Context: an optimization exercise on an open-source flow, tuned for small area. The choices shown serve that exercise and are no tape-out recipe. The RTL was checked by simulation tests, not by an equivalence proof against the original design. The clock port is modelled as an ideal driver, which makes a skipped or thinned clock tree look cheaper than it is; a real chip needs a root buffer or a tree. Power and IR drop assume default switching activity.

## 02-24
Design alu_unit, start of the top module:
module alu_unit (
	input  logic                           clk,
	input  logic                           rst,
	input  logic [alu_pkg::word_width-1:0] bus_in,
	input  logic                           y_load,
	input  alu_pkg::alu_op_t               op,
	input  logic                           op_valid,
	output logic [alu_pkg::word_width-1:0] z_hi,
	output logic [alu_pkg::word_width-1:0] z_lo,
	output logic                           done,
	output logic                           busy
);
	logic [31:0] y;
	logic        y_zero;
	logic [31:0] m;
	logic [3:0]  opr;
	logic        run;
	logic [6:0]  cnt;
	logic [33:0] r;
	logic [9:0]  a0;
	logic [9:0]  a1;
	logic [11:0] a2;
	logic        c0;
	logic        c1;
	logic        b1;
	logic        b2;
	logic        l1;
	logic        l2;
	logic        cy;
	logic        accept;
	logic        term;
	logic        rclass;
	logic        is_mul;
	logic        b0;
	logic        l0;
	logic        big;
	logic [6:0]  cnt0;
	logic [31:0] a_in;
	logic [10:0] s0;
	logic [10:0] s1;
	logic [10:0] s2;
	logic        co0;
	logic        co1;
	logic        sa;
	logic        sb;
	logic        ssum;
	logic        sbit;
	logic        fill;
	assign rclass = (opr == 4'd6) | (opr == 4'd7) | (opr == 4'd9);
	assign term   = cnt[6] | (rclass & (&cnt[5:0]));
	assign busy   = run & ~term;
	assign done   = run & term;
  ...
For scale: roughly 620 cells after synthesis, ~150 flip-flops, roughly 110 I/O pins, about 6700 µm² of cells after synthesis.
==> module alu_unit, before the edit <==
module alu_unit (
	input  logic                           clk,
	input  logic                           rst,
	input  logic [alu_pkg::word_width-1:0] bus_in,
	input  logic                           y_load,
	input  alu_pkg::alu_op_t               op,
	input  logic                           op_valid,
	output logic [alu_pkg::word_width-1:0] z_hi,
	output logic [alu_pkg::word_width-1:0] z_lo,
	output logic                           done,
	output logic                           busy
);
	logic [31:0] y;
	logic        y_zero;
	logic [31:0] m;
	logic [3:0]  opr;
	logic        run;
	logic [6:0]  cnt;
	logic [33:0] r;
	logic [9:0]  a0;
	logic [9:0]  a1;
	logic [11:0] a2;
	logic        c0;
	logic        c1;
	logic        b1;
	logic        b2;
	logic        l1;
	logic        l2;
	logic        cy;
	logic        accept;
	logic        term;
	logic        rclass;
	logic        is_mul;
	logic        b0;
	logic        l0;
	logic        big;
	logic [6:0]  cnt0;
	logic [31:0] a_in;
	logic [10:0] s0;
	logic [10:0] s1;
	logic [10:0] s2;
	logic        co0;
	logic        co1;
	logic        sa;
	logic        sb;
	logic        ssum;
	logic        sbit;
	logic        fill;
	assign rclass = (opr == 4'd6) | (opr == 4'd7) | (opr == 4'd9);
	assign term   = cnt[6] | (rclass & (&cnt[5:0]));
	assign busy   = run & ~term;
	assign done   = run & term;
	assign accept = op_valid & ~busy & ~rst;
	assign z_lo = r[31:0];
	assign z_hi = {a2[9:0], a1, a0, r[33:32]};
	assign big = |bus_in[31:5];
	always_comb begin
		case (op)
			4'd6, 4'd7: cnt0 = big ? 7'd31 : {2'b01, ~bus_in[4:0]};
			4'd8:       cnt0 = big ? 7'd32 : {2'b00, bus_in[4:0]};
			4'd9:       cnt0 = {2'b01, ~bus_in[4:0]};
			4'd10:      cnt0 = {2'b01, bus_in[4:0]};
			4'd11:      cnt0 = 7'd30;
			default:    cnt0 = 7'd32;
		endcase
	end
	assign is_mul = (opr == 4'd11);
	assign b0     = r[0] & is_mul & ~(&cnt[5:1]);
	assign l0     = (cnt[5:0] == 6'd61);
	always_comb begin
		logic c;
		logic [10:0] v;
		logic [10:0] d;
		v = {s1[0], a0};
		d = {11{b0}} & (m[10:0] ^ {11{l0}});
		c = b0 & l0;
		for (int i = 0; i < 11; i++) begin
			s0[i] = v[i] ^ d[i] ^ c;
			c = (v[i] & d[i]) | (v[i] & c) | (d[i] & c);
		end
		co0 = c;
	end
	always_comb begin
		logic c;
		logic [10:0] v;
		logic [10:0] d;
		v = {s2[0], a1};
		d = {11{b1}} & (m[21:11] ^ {11{l1}});
		c = c0;
		for (int i = 0; i < 11; i++) begin
			s1[i] = v[i] ^ d[i] ^ c;
			c = (v[i] & d[i]) | (v[i] & c) | (d[i] & c);
		end
		co1 = c;
	end
	always_comb begin
		logic c;
		logic [10:0] v;
		logic [10:0] d;
		v = a2[10:0];
		d = {11{b2}} & ({m[31], m[31:22]} ^ {11{l2}});
		c = c1;
		for (int i = 0; i < 11; i++) begin
			s2[i] = v[i] ^ d[i] ^ c;
			c = (v[i] & d[i]) | (v[i] & c) | (d[i] & c);
		end
	end
	assign sa   = r[0] & (opr != 4'd5);
	assign sb   = a0[0] ^ ((opr == 4'd1) | (opr == 4'd4) | (opr == 4'd5));
	assign ssum = sa ^ sb ^ cy;
	always_comb begin
		case (opr)
			4'd2:    sbit = sa & sb;
			4'd3:    sbit = sa | sb;
			4'd4:    sbit = sb;
			default: sbit = ssum;
		endcase
	end
	always_comb begin
		case (opr)
			4'd0, 4'd1, 4'd2, 4'd3, 4'd4, 4'd5: fill = sbit;
			4'd7:        fill = r[31];
			4'd8:        fill = s0[0];
			4'd9, 4'd10: fill = r[0];
			default:     fill = r[32];
		endcase
	end
	assign a_in = y_zero ? 32'd0 : y;
	always_ff @(posedge clk) begin
		if (y_load)
			y <= bus_in;
		if (rst)
			y_zero <= 1'b1;
		else if (y_load)
			y_zero <= 1'b0;
	end
	always_ff @(posedge clk) begin
		if (rst)
			run <= 1'b0;
		else if (accept)
			run <= 1'b1;
		else if (term)
			run <= 1'b0;
	end
	always_ff @(posedge clk) begin
		if (accept) begin
			m   <= bus_in;
			opr <= op;
		end
	end
	always_ff @(posedge clk) begin
		if (accept) begin
			r   <= {2'b00, a_in};
			if (op <= 4'd5)
				{a2, a1, a0} <= bus_in;
			else
				{a2, a1, a0} <= 32'd0;
			c0  <= 1'b0;
			c1  <= 1'b0;
			b1  <= 1'b0;
			b2  <= 1'b0;
			l1  <= 1'b0;
			l2  <= 1'b0;
			cy  <= (op == 4'd1) | (op == 4'd5);
			cnt <= cnt0;
		end else begin
			r   <= {is_mul & s0[0], r[33], fill, r[31:1]};
			a0  <= s0[10:1];
			a1  <= s1[10:1];
			a2  <= {(opr == 4'd8) & r[0] & ~cnt[5], is_mul ? s2[10] : a2[11], s2[10:1]};
			c0  <= co0;
			c1  <= co1;
			b1  <= b0;
			b2  <= b1;
			l1  <= l0;
			l2  <= l1;
			cy  <= (sa & sb) | (sa & cy) | (sb & cy);
			cnt <= cnt + 7'd1;
		end
	end
endmodule
clock: 6.0 ns
lec_check: 0
cap_margin: 20
core_margin: 2
core_utilization: 40
cts_buf_list: sky130_fd_sc_hd__clkbuf_8
cts_cluster_size: 30
slew_margin: 20
standard.sh (not shown) runs the stock make flow with config.mk's settings and CLKGATE_MAP_FILE= SYNTH_SCRIPT=/design/flow/synth_recipe.tcl, a recipe that flattens the netlist after the stock synthesis.
==> flow/flow/run.sh <==
#!/bin/bash
# The standard layout (standard.sh, with its unchanged synthesis), with
# three changes passed to ORFS as make variables:
#  - the port buffers that ORFS inserts before global placement use the
#    smallest buffer cell (every input and output port still gets one);
#  - the clock tree is built by flow/pre_cts.tcl (a root buffer and ten leaf
#    buffers over k-means groups of flip-flops) instead of TritonCTS;
#  - everything else as standard.
# make's output goes to standard_flow.log; ORFS keeps each step's log under
# orfs/logs/.
set -euo pipefail
here=$(pwd)
bash standard.sh \
  "BUFFER_PORTS_ARGS=-buffer_cell sky130_fd_sc_hd__buf_1" \
  "PRE_CTS_TCL=$here/flow/pre_cts.tcl" \
  "MANUAL_CTS_LEAVES=10" \
  finish > standard_flow.log 2>&1
Other scripts of this flow, unchanged in this note and not shown: flow/flow/manual_cts.tcl, flow/flow/pre_cts.tcl
Modified inputs, 01-14 compared to 02-24
--- a/flow/design.v
+++ b/flow/design.v
@@ -49,19 +49,19 @@
 	logic [11:0] a2;
 	logic        c0;
 	logic        c1;
 	logic        b1;
 	logic        b2;
-	logic        l1;
-	logic        l2;
 	logic        cy;
 	logic        accept;
 	logic        term;
 	logic        rclass;
 	logic        is_mul;
 	logic        b0;
 	logic        l0;
+	logic        l1;
+	logic        l2;
 	logic        big;
 	logic [6:0]  cnt0;
 	logic [31:0] a_in;
 	logic [10:0] s0;
 	logic [10:0] s1;
@@ -92,10 +92,12 @@
 		endcase
 	end
 	assign is_mul = (opr == 4'd11);
 	assign b0     = r[0] & is_mul & ~(&cnt[5:1]);
 	assign l0     = (cnt[5:0] == 6'd61);
+	assign l1     = (cnt[5:0] == 6'd62);
+	assign l2     = (cnt[5:0] == 6'd63);
 	always_comb begin
 		logic c;
 		logic [10:0] v;
 		logic [10:0] d;
 		v = {s1[0], a0};
@@ -184,12 +186,10 @@
 				{a2, a1, a0} <= 32'd0;
 			c0  <= 1'b0;
 			c1  <= 1'b0;
 			b1  <= 1'b0;
 			b2  <= 1'b0;
-			l1  <= 1'b0;
-			l2  <= 1'b0;
 			cy  <= (op == 4'd1) | (op == 4'd5);
 			cnt <= cnt0;
 		end else begin
 			r   <= {is_mul & s0[0], r[33], fill, r[31:1]};
 			a0  <= s0[10:1];
@@ -197,12 +197,10 @@
 			a2  <= {(opr == 4'd8) & r[0] & ~cnt[5], is_mul ? s2[10] : a2[11], s2[10:1]};
 			c0  <= co0;
 			c1  <= co1;
 			b1  <= b0;
 			b2  <= b1;
-			l1  <= l0;
-			l2  <= l1;
 			cy  <= (sa & sb) | (sa & cy) | (sb & cy);
 			cnt <= cnt + 7'd1;
 		end
 	end
 endmodule
==> summary.txt <==
Diff 02-24 -> 01-14 | fmax | down slightly
Diff 02-24 -> 01-14: routed wire length on met3 decreased by 29% relative to the old numbers, wire length increased by 200 µm relative to the old numbers, final critical delay including setup and external delays increased by 0.093 ns relative to the old numbers, total power increased by 0.000013 W relative to the old numbers.
In terms of area growth from synthesis to layout, 01-14 and 02-24 differ only marginally.
Looking at combinational share of power, 01-14 sits 1.1 points above 02-24.
There was hardly any difference in peak per-stage delay on the critical path between 01-14 and 02-24.
Overall die width ended up 0.45% lower on 01-14 than on 02-24.
No run of this note takes its clock network from TritonCTS; it comes from the design's own scripts or RTL.

-- afterwards: timing with drivers on the ports --
The results above use ideal ports. As a check the final layouts listed here were re-extracted and re-timed, cells and wires unchanged.
Step 1 sets driving cells, clkbuf_16 on the clock port and buf_2 on the other inputs (assumed; they add their load-dependent delay and slew).
Step 2 adds t to the input delays and takes it off the output delays; t is the mean of the earliest and latest rising clock arrival at the registers after step 1. Input paths then give back, and output paths get back, about the clock's delay inside the block.
Three values: ideal ports, drivers, drivers and shift; two values: the first two.
| run | t (ns) | setup slack, ns | hold WS [ns] |
|---|---|---|---|
| 02-24 | 0.589 | 0.303 / 0.303 / 0.303 | 0.462 / 0.462 / 0.462 |
| 01-14 | 0.570 | 0.210 / 0.210 / 0.210 | 0.459 / 0.459 / 0.459 |
After both steps setup and hold are still met in every run listed.
